What follows belongs to an exercise in optimizing a design on an open flow for small area, a short achievable clock period and few clock cycles; a production flow would make more cautious choices. Only simulation tests tie the RTL to the original design; equivalence was not proved. Power figures rest on the tool's default switching activity, not on a simulated workload.

==> flow/design.v <==
`default_nettype none
package bpa_pkg;
    localparam int MAP_ROWS = 16;
    localparam int ROW_BITS = 32;
    localparam int KIND_W   = 2;
    localparam int PAGE_W   = 9;
    localparam int COUNT_W  = 10;
    localparam int STATUS_W = 2;
    localparam logic [KIND_W-1:0] KIND_ALLOC = 2'd0;
    localparam logic [KIND_W-1:0] KIND_FREE  = 2'd1;
    localparam logic [KIND_W-1:0] KIND_INIT  = 2'd2;
    localparam logic [STATUS_W-1:0] ST_OK       = 2'd0;
    localparam logic [STATUS_W-1:0] ST_NO_FREE  = 2'd1;
    localparam logic [STATUS_W-1:0] ST_BAD_PAGE = 2'd2;
    localparam logic [COUNT_W-1:0] TOTAL_MAX = 10'd1023;
endpackage
`default_nettype wire
`default_nettype none
import bpa_pkg::*;
module bpa_dp
(
    input  wire logic                                  clk,
    input  wire logic [bpa_pkg::MAP_ROWS-1:0]          row_hold,
    input  wire logic [bpa_pkg::MAP_ROWS-1:0]          row_wr,
    input  wire logic [bpa_pkg::ROW_BITS-1:0]          wr_data,
    input  wire logic                                  wr_data_nz,
    input  wire logic [bpa_pkg::MAP_ROWS-1:0]          rd_sel,
    output logic      [bpa_pkg::MAP_ROWS-1:0]          row_nz,
    output logic      [bpa_pkg::ROW_BITS-1:0]          rd_data
);
    logic [ROW_BITS-1:0] map_q [MAP_ROWS];
    logic [MAP_ROWS-1:0] nz_q;
    always_ff @(posedge clk)
    begin
        for (int r = 0; r < MAP_ROWS; r++)
        begin
            map_q[r] <= (map_q[r] & {ROW_BITS{row_hold[r]}}) |
                        (wr_data & {ROW_BITS{row_wr[r]}});
        end
        nz_q <= (nz_q & row_hold) | (row_wr & {MAP_ROWS{wr_data_nz}});
    end
    assign row_nz = nz_q;
    always_comb
    begin
        rd_data = '0;
        for (int r = 0; r < MAP_ROWS; r++)
        begin
            rd_data = rd_data | (map_q[r] & {ROW_BITS{rd_sel[r]}});
        end
    end
endmodule
`default_nettype wire
`default_nettype none
import bpa_pkg::*;
module bitmap_page_allocator_top
(
    input  wire logic                clk,
    input  wire logic                rst_n,
    input  wire logic                in_valid,
    output logic                     in_ready,
    input  wire logic [bpa_pkg::KIND_W-1:0]   kind,
    input  wire logic [bpa_pkg::PAGE_W-1:0]   page,
    output logic                     out_valid,
    input  wire logic                out_ready,
    output logic [bpa_pkg::STATUS_W-1:0]      status,
    output logic [bpa_pkg::PAGE_W-1:0]        alloc_page,
    output logic [bpa_pkg::COUNT_W-1:0]       free_pages,
    input  wire logic                cfg_valid,
    output logic                     cfg_ready,
    input  wire logic                cfg_index,
    input  wire logic [bpa_pkg::COUNT_W-1:0]  cfg_data
);
    localparam int R  = MAP_ROWS;
    localparam int W  = ROW_BITS;
    localparam int RB = $clog2(R);
    localparam int WB = $clog2(W);
    logic [PAGE_W-1:0]  first_q;
    logic [COUNT_W-1:0] lim_q;       
    assign cfg_ready = 1'b1;
    always_ff @(posedge clk or negedge rst_n)
    begin
        if (!rst_n)
        begin
            first_q  <= PAGE_W'(1);
            lim_q    <= COUNT_W'(512);
        end
        else if (cfg_valid)
        begin
            if (cfg_index)
                lim_q    <= cfg_data[COUNT_W-1] ? COUNT_W'(512) : cfg_data;
            else
                first_q  <= cfg_data[PAGE_W-1:0];
        end
    end
    logic                clr_q;
    logic [1:0]          ph_q;
    logic [COUNT_W-1:0]  cnt_q;
    logic                ov_q;
    logic [STATUS_W-1:0] st_q;
    logic [PAGE_W-1:0]   pg_q;
    logic [R-1:0] row_hold;
    logic [R-1:0] row_wr;
    logic [W-1:0] wr_data;
    logic [R-1:0] row_nz;
    logic [R-1:0] first_row;
    logic [W-1:0] rd_data;
    logic         wr_data_nz;
    bpa_dp u_dp (
        .clk      (clk),
        .row_hold (row_hold),
        .row_wr   (row_wr),
        .wr_data  (wr_data),
        .wr_data_nz (wr_data_nz),
        .rd_sel   (first_row),
        .row_nz   (row_nz),
        .rd_data  (rd_data)
    );
    logic [COUNT_W-1:0] limit;
    logic               nonempty;
    logic [COUNT_W-1:0] init_cnt;
    logic [RB-1:0]      f_row;
    logic [WB-1:0]      f_col;
    logic [RB:0]        l_row;
    logic [WB-1:0]      l_col;
    logic               need1, need2;
    logic [R-1:0]       row_in;
    logic [W-1:0]       f_suffix, l_prefix, mask1;
    assign limit    = lim_q;
    assign nonempty = (COUNT_W'(first_q) < limit);
    assign init_cnt = nonempty ? (limit - COUNT_W'(first_q)) : '0;
    assign f_row    = first_q[PAGE_W-1:WB];
    assign f_col    = first_q[WB-1:0];
    assign l_row    = limit[COUNT_W-1:WB];
    assign l_col    = limit[WB-1:0];
    assign need1    = nonempty && (f_col != '0);
    assign need2    = nonempty && (l_col != '0) && !(({1'b0, f_row} == l_row) && (f_col != '0));
    always_comb
    begin
        for (int g = 0; g < R; g++)
        begin
            row_in[g] = (g > int'(f_row) ||
                         (g == int'(f_row) && f_col == '0)) &&
                        (g < int'(l_row));
        end
        for (int j = 0; j < W; j++)
        begin
            f_suffix[j] = (WB'(j) >= f_col);
            l_prefix[j] = (WB'(j) < l_col);
        end
        mask1 = f_suffix & ((({1'b0, f_row} == l_row)) ? l_prefix : '1);
    end
    logic acc, is_alloc, is_free, is_init, bad, free_ok, found, respond;
    logic ph1, ph2;
    assign ph1      = (ph_q == 2'd1);
    assign ph2      = (ph_q == 2'd2);
    assign in_ready = !clr_q && (ph_q == 2'd0) && (!ov_q || out_ready);
    assign acc      = in_valid && in_ready;
    assign is_alloc = acc && (kind == KIND_ALLOC);
    assign is_free  = acc && (kind == KIND_FREE);
    assign is_init  = acc && (kind == KIND_INIT);
    assign bad      = (COUNT_W'(page) >= lim_q);
    assign free_ok  = is_free && !bad;
    logic [R-1:0] row_pre;
    logic [W-1:0] bit_pre;
    logic [W-1:0] low_bit;
    logic [W-1:0] alloc_data;
    logic         alloc_data_nz;
    logic         any_free;
    logic         cnt_nz;
    logic [RB-1:0] first_row_idx;
    logic [WB-1:0] low_bit_idx;
    function automatic logic [R-1:0] prefix_r(input logic [R-1:0] v);
        logic [R-1:0] p;
        p = v;
        for (int s = 1; s < R; s = s * 2)
            for (int i = R - 1; i >= 0; i--)
                if (i >= s) p[i] = p[i] | p[i-s];
        prefix_r = {p[R-2:0], 1'b0};
    endfunction
    function automatic logic [W-1:0] prefix_w(input logic [W-1:0] v);
        logic [W-1:0] p;
        p = v;
        for (int s = 1; s < W; s = s * 2)
            for (int i = W - 1; i >= 0; i--)
                if (i >= s) p[i] = p[i] | p[i-s];
        prefix_w = {p[W-2:0], 1'b0};
    endfunction
    always_comb
    begin
        row_pre    = prefix_r(row_nz);
        first_row  = row_nz & ~row_pre;
        bit_pre    = prefix_w(rd_data);
        low_bit    = rd_data & ~bit_pre;
        alloc_data = rd_data & bit_pre;
        alloc_data_nz = |alloc_data;
        first_row_idx = '0;
        for (int g = 0; g < R; g++)
            if (first_row[g]) first_row_idx = first_row_idx | RB'(g);
        low_bit_idx = '0;
        for (int j = 0; j < W; j++)
            if (low_bit[j]) low_bit_idx = low_bit_idx | WB'(j);
    end
    assign any_free = |row_nz;
    assign cnt_nz   = (cnt_q != '0);
    assign found    = is_alloc && any_free && cnt_nz;
    logic [R-1:0] page_row;
    logic [W-1:0] page_col;
    always_comb
    begin
        for (int g = 0; g < R; g++)
            page_row[g] = (page[PAGE_W-1:WB] == RB'(g));
        for (int j = 0; j < W; j++)
            page_col[j] = (page[WB-1:0] == WB'(j));
    end
    always_comb
    begin
        for (int g = 0; g < R; g++)
        begin
            row_hold[g] = !(clr_q || is_init || (is_alloc && cnt_nz && first_row[g]));
            row_wr[g]   = (is_init && row_in[g]) ||
                          (free_ok && page_row[g]) ||
                          (is_alloc && cnt_nz && first_row[g]) ||
                          (ph1 && (int'(f_row) == g)) ||
                          (ph2 && (int'(l_row) == g));
        end
        wr_data_nz = is_alloc ? alloc_data_nz : 1'b1;
        if (is_alloc)
            wr_data = alloc_data;
        else if (is_free)
            wr_data = page_col;
        else if (is_init)
            wr_data = '1;
        else if (ph1)
            wr_data = mask1;
        else
            wr_data = l_prefix;
    end
    assign respond = (acc && !(is_init && (need1 || need2))) ||
                     (ph1 && !need2) || ph2;
    always_ff @(posedge clk or negedge rst_n)
    begin
        if (!rst_n)
        begin
            clr_q <= 1'b1;
            ph_q  <= 2'd0;
            cnt_q <= '0;
            ov_q  <= 1'b0;
        end
        else
        begin
            clr_q <= 1'b0;
            if (is_init)
                ph_q <= need1 ? 2'd1 : (need2 ? 2'd2 : 2'd0);
            else if (ph1)
                ph_q <= need2 ? 2'd2 : 2'd0;
            else if (ph2)
                ph_q <= 2'd0;
            if (found)
                cnt_q <= cnt_q - COUNT_W'(1);
            else if (free_ok && cnt_q != TOTAL_MAX)
                cnt_q <= cnt_q + COUNT_W'(1);
            else if (is_init)
                cnt_q <= init_cnt;
            if (respond)
                ov_q <= 1'b1;
            else if (out_ready)
                ov_q <= 1'b0;
        end
    end
    always_ff @(posedge clk)
    begin
        if (acc)
        begin
            st_q <= (is_alloc && !found) ? ST_NO_FREE :
                    (is_free && bad)     ? ST_BAD_PAGE : ST_OK;
            pg_q <= found ? {first_row_idx, low_bit_idx} : '0;
        end
    end
    assign out_valid  = ov_q;
    assign status     = st_q;
    assign alloc_page = pg_q;
    assign free_pages = cnt_q;
endmodule
`default_nettype wire
export LEC_CHECK = 0
export CAP_MARGIN = 20
export CORE_MARGIN = 2
export CORE_UTILIZATION = 40
export SLEW_MARGIN = 20
create_clock -name core_clock -period 5.0 [get_ports {clk}]
run.sh (not shown) runs the stock make flow with config.mk's settings and CLKGATE_MAP_FILE= SYNTH_SCRIPT=/design/flow/synth_recipe.tcl, a recipe that flattens the netlist after the stock synthesis.
The starting point went through all stages and came out clean.
Testbench counts at the start, summed over its fixed seeds: cycles 12,170.
Change:
--- a/flow/design.v
+++ b/flow/design.v
@@ -24,5 +24,4 @@
     input  wire logic [bpa_pkg::MAP_ROWS-1:0]          row_wr,
     input  wire logic [bpa_pkg::ROW_BITS-1:0]          wr_data,
-    input  wire logic                                  wr_data_nz,
     input  wire logic [bpa_pkg::MAP_ROWS-1:0]          rd_sel,
     output logic      [bpa_pkg::MAP_ROWS-1:0]          row_nz,
@@ -30,5 +29,4 @@
 );
     logic [ROW_BITS-1:0] map_q [MAP_ROWS];
-    logic [MAP_ROWS-1:0] nz_q;
     always_ff @(posedge clk)
     begin
@@ -38,7 +36,5 @@
                         (wr_data & {ROW_BITS{row_wr[r]}});
         end
-        nz_q <= (nz_q & row_hold) | (row_wr & {MAP_ROWS{wr_data_nz}});
-    end
-    assign row_nz = nz_q;
+    end
     always_comb
     begin
@@ -46,5 +42,6 @@
         for (int r = 0; r < MAP_ROWS; r++)
         begin
-            rd_data = rd_data | (map_q[r] & {ROW_BITS{rd_sel[r]}});
+            row_nz[r] = |map_q[r];
+            rd_data   = rd_data | (map_q[r] & {ROW_BITS{rd_sel[r]}});
         end
     end
@@ -76,5 +73,5 @@
     localparam int WB = $clog2(W);
     logic [PAGE_W-1:0]  first_q;
-    logic [COUNT_W-1:0] lim_q;       
+    logic [COUNT_W-1:0] pcount_q;
     assign cfg_ready = 1'b1;
     always_ff @(posedge clk or negedge rst_n)
@@ -83,10 +80,10 @@
         begin
             first_q  <= PAGE_W'(1);
-            lim_q    <= COUNT_W'(512);
+            pcount_q <= COUNT_W'(512);
         end
         else if (cfg_valid)
         begin
             if (cfg_index)
-                lim_q    <= cfg_data[COUNT_W-1] ? COUNT_W'(512) : cfg_data;
+                pcount_q <= cfg_data;
             else
                 first_q  <= cfg_data[PAGE_W-1:0];
@@ -105,5 +102,4 @@
     logic [R-1:0] first_row;
     logic [W-1:0] rd_data;
-    logic         wr_data_nz;
     bpa_dp u_dp (
         .clk      (clk),
@@ -111,5 +107,4 @@
         .row_wr   (row_wr),
         .wr_data  (wr_data),
-        .wr_data_nz (wr_data_nz),
         .rd_sel   (first_row),
         .row_nz   (row_nz),
@@ -126,5 +121,5 @@
     logic [R-1:0]       row_in;
     logic [W-1:0]       f_suffix, l_prefix, mask1;
-    assign limit    = lim_q;
+    assign limit    = pcount_q[COUNT_W-1] ? COUNT_W'(512) : pcount_q;
     assign nonempty = (COUNT_W'(first_q) < limit);
     assign init_cnt = nonempty ? (limit - COUNT_W'(first_q)) : '0;
@@ -159,5 +154,5 @@
     assign is_free  = acc && (kind == KIND_FREE);
     assign is_init  = acc && (kind == KIND_INIT);
-    assign bad      = (COUNT_W'(page) >= lim_q);
+    assign bad      = !pcount_q[COUNT_W-1] && (COUNT_W'(page) >= pcount_q);
     assign free_ok  = is_free && !bad;
     logic [R-1:0] row_pre;
@@ -165,5 +160,4 @@
     logic [W-1:0] low_bit;
     logic [W-1:0] alloc_data;
-    logic         alloc_data_nz;
     logic         any_free;
     logic         cnt_nz;
@@ -193,5 +187,4 @@
         low_bit    = rd_data & ~bit_pre;
         alloc_data = rd_data & bit_pre;
-        alloc_data_nz = |alloc_data;
         first_row_idx = '0;
         for (int g = 0; g < R; g++)
@@ -224,5 +217,4 @@
                           (ph2 && (int'(l_row) == g));
         end
-        wr_data_nz = is_alloc ? alloc_data_nz : 1'b1;
         if (is_alloc)
             wr_data = alloc_data;
@@ -270,5 +262,5 @@
     always_ff @(posedge clk)
     begin
-        if (acc)
+        if (respond)
         begin
             st_q <= (is_alloc && !found) ? ST_NO_FREE :
Effect: This time the run finished but failed the layout checks on setup timing. Setup slack is worse by 0.22 ns. Routed wire length is higher by 21%. Maximum frequency decreases by 4.5%. Final area went up by 8.6%. Die area climbs by 2.2%. Utilization rises by 3.0 points. Sequential power is about the same. Combinational power goes up to 3.4 times its value. Total power grows by 49%. Sequential cell count falls by 16. Synthesized cell count drops by 11%. Via count is higher by 5.7%. Synthesized area increases by 2.2%. Clock skew is higher by 0.0033 ns.
Testbench counts after the change, summed over its fixed seeds: cycles 12,170.

## re-timing with driven ports
How much do the figures lean on ideal ports? The routed layouts below were timed once more, with nothing changed but the port constraints.
Step 1 (the two cells are an assumption about what drives the block):
set clk [get_ports {clk}]
set_driving_cell -lib_cell sky130_fd_sc_hd__clkbuf_16 $clk
set_driving_cell -lib_cell sky130_fd_sc_hd__buf_2 [delete_from_list [all_inputs] $clk]
Step 2, shift: input delay + t, output delay - t, t = (earliest + latest rising clock arrival at the registers) / 2. This alone moves slack from input paths to output paths.
a / b / c = ideal / step 1 / step 2; a / b = the first two.
run	t (ns)	slack for setup (ns)	worst slew at a driven data input, ns	pins driven straight from the clock port
the first run	0.669	0.200 / 0.200 / 0.200	0.07	1
the second run	0.707	-0.024 / -0.024 / -0.024	0.04	1
